This is an optimization exercise on Yosys and OpenROAD, whose aim is small area, a short achievable clock period and few clock cycles, not a production implementation.
At most, simulation tests tie the RTL to the original design; equivalence was not proved.
Power and IR drop assume default switching activity.

v23:
## graph_depth_first_search_core
module graph_depth_first_search_core (
   input  wire logic                clock,
   input  wire logic                reset,
   input  wire logic                req_valid,
   output      logic                req_ready,
   input  wire logic [OP_W-1:0]     req_opcode,
   input  wire logic [VERTEX_W-1:0] req_vertex_a,
   input  wire logic [VERTEX_W-1:0] req_vertex_b,
   output      logic                rsp_valid,
   input  wire logic                rsp_ready,
   output      logic [VERTEX_W-1:0] rsp_vertex_out,
   output      logic                rsp_last_of_run,
   output      logic [STATUS_W-1:0] rsp_status,
   input  wire logic                csr_valid,
   output      logic                csr_ready,
   input  wire logic [CFG_W-1:0]    csr_vertex_count
);
Size in the first run: roughly 2800 cells after synthesis, roughly 740 flip-flops, about 30 I/O pins, roughly 0.036 mm² of cells after synthesis.
Settings: LEC_CHECK=0, ABC_CLOCK_PERIOD_IN_PS=5000, CAP_MARGIN=20, CORE_MARGIN=2, CORE_UTILIZATION=55, SETUP_SLACK_MARGIN=3.5, SLEW_MARGIN=20, TNS_END_PERCENT=100; clock period 10.0 ns.
run.sh (not shown) runs the stock make flow with config.mk's settings and CLKGATE_MAP_FILE= SYNTH_SCRIPT=/design/flow/synth_recipe.tcl, a recipe that flattens the netlist after the stock synthesis.
The inputs of v32 differ from those of v23 as listed below.
diff --git a/flow/config.mk b/flow/config.mk
--- a/flow/config.mk
+++ b/flow/config.mk
@@ -6,9 +6,9 @@
 export NUM_CORES = 4
 export LEC_CHECK = 0
-export ABC_CLOCK_PERIOD_IN_PS = 5000
+export ABC_AREA = 1
 export CAP_MARGIN = 20
 export CORE_MARGIN = 2
 export CORE_UTILIZATION = 55
-export SETUP_SLACK_MARGIN = 3.5
+export SETUP_SLACK_MARGIN = 5
 export SLEW_MARGIN = 20
 export TNS_END_PERCENT = 100
Notes after the runs:
Comparing v32 and v23, final wirelength is higher on v32. The final reports for v32 and v23 show total power higher in the former. On switching power, v32 does worse than v23. Measured against each other, v32 and v23 differ in synthesized instance count, the lower figure coming from v23.
## Diff of input files: v54 against v32
diff --git a/flow/config.mk b/flow/config.mk
--- a/flow/config.mk
+++ b/flow/config.mk
@@ -6,9 +6,8 @@
 export NUM_CORES = 4
 export LEC_CHECK = 0
-export ABC_AREA = 1
 export CAP_MARGIN = 20
 export CORE_MARGIN = 2
 export CORE_UTILIZATION = 55
-export SETUP_SLACK_MARGIN = 5
+export SETUP_SLACK_MARGIN = 3.5
 export SLEW_MARGIN = 20
 export TNS_END_PERCENT = 100
### Flow results
v32 ended up with sky130_fd_sc_hd__nand2_1 as its leading cell type in the layout, fill and taps excluded; v54 ended up with sky130_fd_sc_hd__edfxtp_1. Final design utilization on v54 is down relative to v32. Global-route wire length before repair (v54 / v32): 0.895. [compare] base=v32 new=v54: area of the core region shows a reduction of 0.0029 mm²; power dropped 19%. Compared with v32, in v54 cell internal power dissipation went down by about 7%, relative contribution of sequential cells to total power moved up. v54 vs v32 — worst-case headroom to the max-slew limit rose 10 points. Side by side, combinational share of power turned out lower in v54 than in v32.
No run of this note included a check of the RTL's function; only the layout flow was run.

---

Another version of the RTL of graph_depth_first_search_core (not shown whole).
For scale: roughly 3,900 cells after synthesis, roughly 750 flip-flops, about 30 I/O pins, about 0.037 mm² of cells after synthesis.
==> flow/config.mk <==
export PLATFORM = sky130hd
export DESIGN_NAME = graph_depth_first_search_core
export DESIGN_NICKNAME = graph_depth_first_search_core
export VERILOG_FILES = /design/flow/design.v
export SDC_FILE = /design/flow/constraint.sdc
export NUM_CORES = 4
export LEC_CHECK = 0
export ABC_AREA = 1
export CAP_MARGIN = 20
export CORE_MARGIN = 2
export CORE_UTILIZATION = 40
export CTS_CLUSTER_DIAMETER = 100
export CTS_CLUSTER_SIZE = 30
export SETUP_SLACK_MARGIN = 5
export SLEW_MARGIN = 20
export TNS_END_PERCENT = 100
==> flow/constraint.sdc <==
create_clock -name core_clock -period 10.0 [get_ports {clock}]
set_input_delay 2.0000 -clock core_clock [delete_from_list [all_inputs] [get_ports {clock}]]
set_output_delay 2.0000 -clock core_clock [all_outputs]
set_load 0.01 [all_outputs]
standard.sh (not shown) runs the stock make flow with config.mk's settings and CLKGATE_MAP_FILE= SYNTH_SCRIPT=/design/flow/synth_recipe.tcl, a recipe that flattens the netlist after the stock synthesis.
==> flow/flow/run.sh <==
#!/bin/bash
set -euo pipefail
sed 's/"\${@:-finish}"/SETUP_SLACK_MARGIN=6 "${@:-finish}"/' standard.sh > standard_margin.sh
grep -q 'SETUP_SLACK_MARGIN=6' standard_margin.sh
bash standard_margin.sh > layout.log 2>&1
The first run finished with timing, DRC and antenna clean.
Testbench counts at the start, summed over its fixed seeds: cycles 12,069.
Rerun with:
==> flow/run.sh (new file) <==
#!/bin/bash
# synth_recipe.tcl (not shown) runs the flow's synth.tcl, then flattens the netlist and writes it again
# the make line also repeats each setting of config.mk as NAME=value (left out here)
make -C /OpenROAD-flow-scripts/flow DESIGN_CONFIG=/design/flow/config.mk WORK_HOME=/design/flow/orfs CLKGATE_MAP_FILE= SYNTH_SCRIPT=/design/flow/synth_recipe.tcl finish
- CTS_CLUSTER_DIAMETER: 100 -> 150
- CTS_CLUSTER_SIZE: 30 -> 25
removed: flow/flow/run.sh
removed: flow/standard.sh
What happened: Via count fell by 7.2%; design area drops by 12%; worst hold slack improved by 0.025 ns; combinational power decreases by 29%; fmax shrinks by 5.6%; wire length falls by 11%; synthesized cell count is unchanged; global-route usage is lower by 2.1 points.
Rerun with:
- CTS_CLUSTER_DIAMETER: 150 -> 100
- CTS_CLUSTER_SIZE: 25 -> 20
Outcome: First-iteration DRC count is lower by 5.4%. Total power is higher by 2.7%. Hold slack stays flat. Sequential share of layout area is lower by 0.44 points. Worst setup slack improves by 0.051 ns. Fmax is higher by 1.0%. Cell count is higher by 0.52%.
Rerun with:
- CORE_UTILIZATION: 40 -> 30
Result:
- via count is lower slightly
- non-clock buffer count is lower by 1
- synthesized cell count is unchanged
Rerun with:
- CORE_UTILIZATION: 30 -> 40
- CTS_CLUSTER_SIZE: 20 -> 30
=>
- The changed run finished clean
- final area goes down by about 2.4%
- sequential power is about the same
- register-to-register slack got worse by 0.04 ns
- synthesized area is unchanged
- die area goes down by about 25%

==> separate check: timing with driven ports <==
The flow's constraints put no driver on any port. The routed layouts listed below were extracted and timed again, unchanged, in two steps.
Step 1 sets driving cells, clkbuf_16 on the clock port and buf_2 on the other inputs (assumed; they add their load-dependent delay and slew).
Step 2 also shifts input and output timing later by t, the mid clock arrival at the registers, as if the neighbouring blocks saw the same clock.
Slacks: ideal ports / drivers / drivers and shift; pairs: ideal ports / drivers.
| run | t, ns | setup slack, ns | hold WS [ns] | worst setup path at the end | worst data-port slew with drivers (ns) |
|---|---|---|---|---|---|
| v23 | 0.703 | 3.678 / 3.678 / 3.678 | 0.446 / 0.446 / 0.446 | register to register | 0.04 |
| v32 | 0.732 | 4.972 / 4.972 / 4.972 | 0.392 / 0.392 / 0.392 | register to register | 0.03 |
| v54 | 0.703 | 3.678 / 3.678 / 3.678 | 0.446 / 0.446 / 0.446 | register to register | 0.04 |
| the first run of note 2 | 0.680 | 5.387 / 5.387 / 5.134 | 0.420 / 0.420 / 0.420 | input to register | 0.03 |
| the second run of note 2 | 0.674 | 5.113 / 5.113 / 4.856 | 0.445 / 0.445 / 0.445 | input to register | 0.03 |
| the third run of note 2 | 0.704 | 5.163 / 5.163 / 4.710 | 0.446 / 0.446 / 0.446 | input to register | 0.03 |
| the fourth run of note 2 | 0.713 | 5.140 / 5.140 / 4.738 | 0.427 / 0.427 / 0.427 | input to register | 0.03 |
| the fifth run of note 2 | 0.678 | 5.104 / 5.104 / 4.869 | 0.424 / 0.424 / 0.424 | input to register | 0.03 |
After both steps every run listed still meets setup and hold. The setup slack of the third run of note 2, which loses most, moves by 0.000 ns with the drivers and by -0.453 ns with both steps.
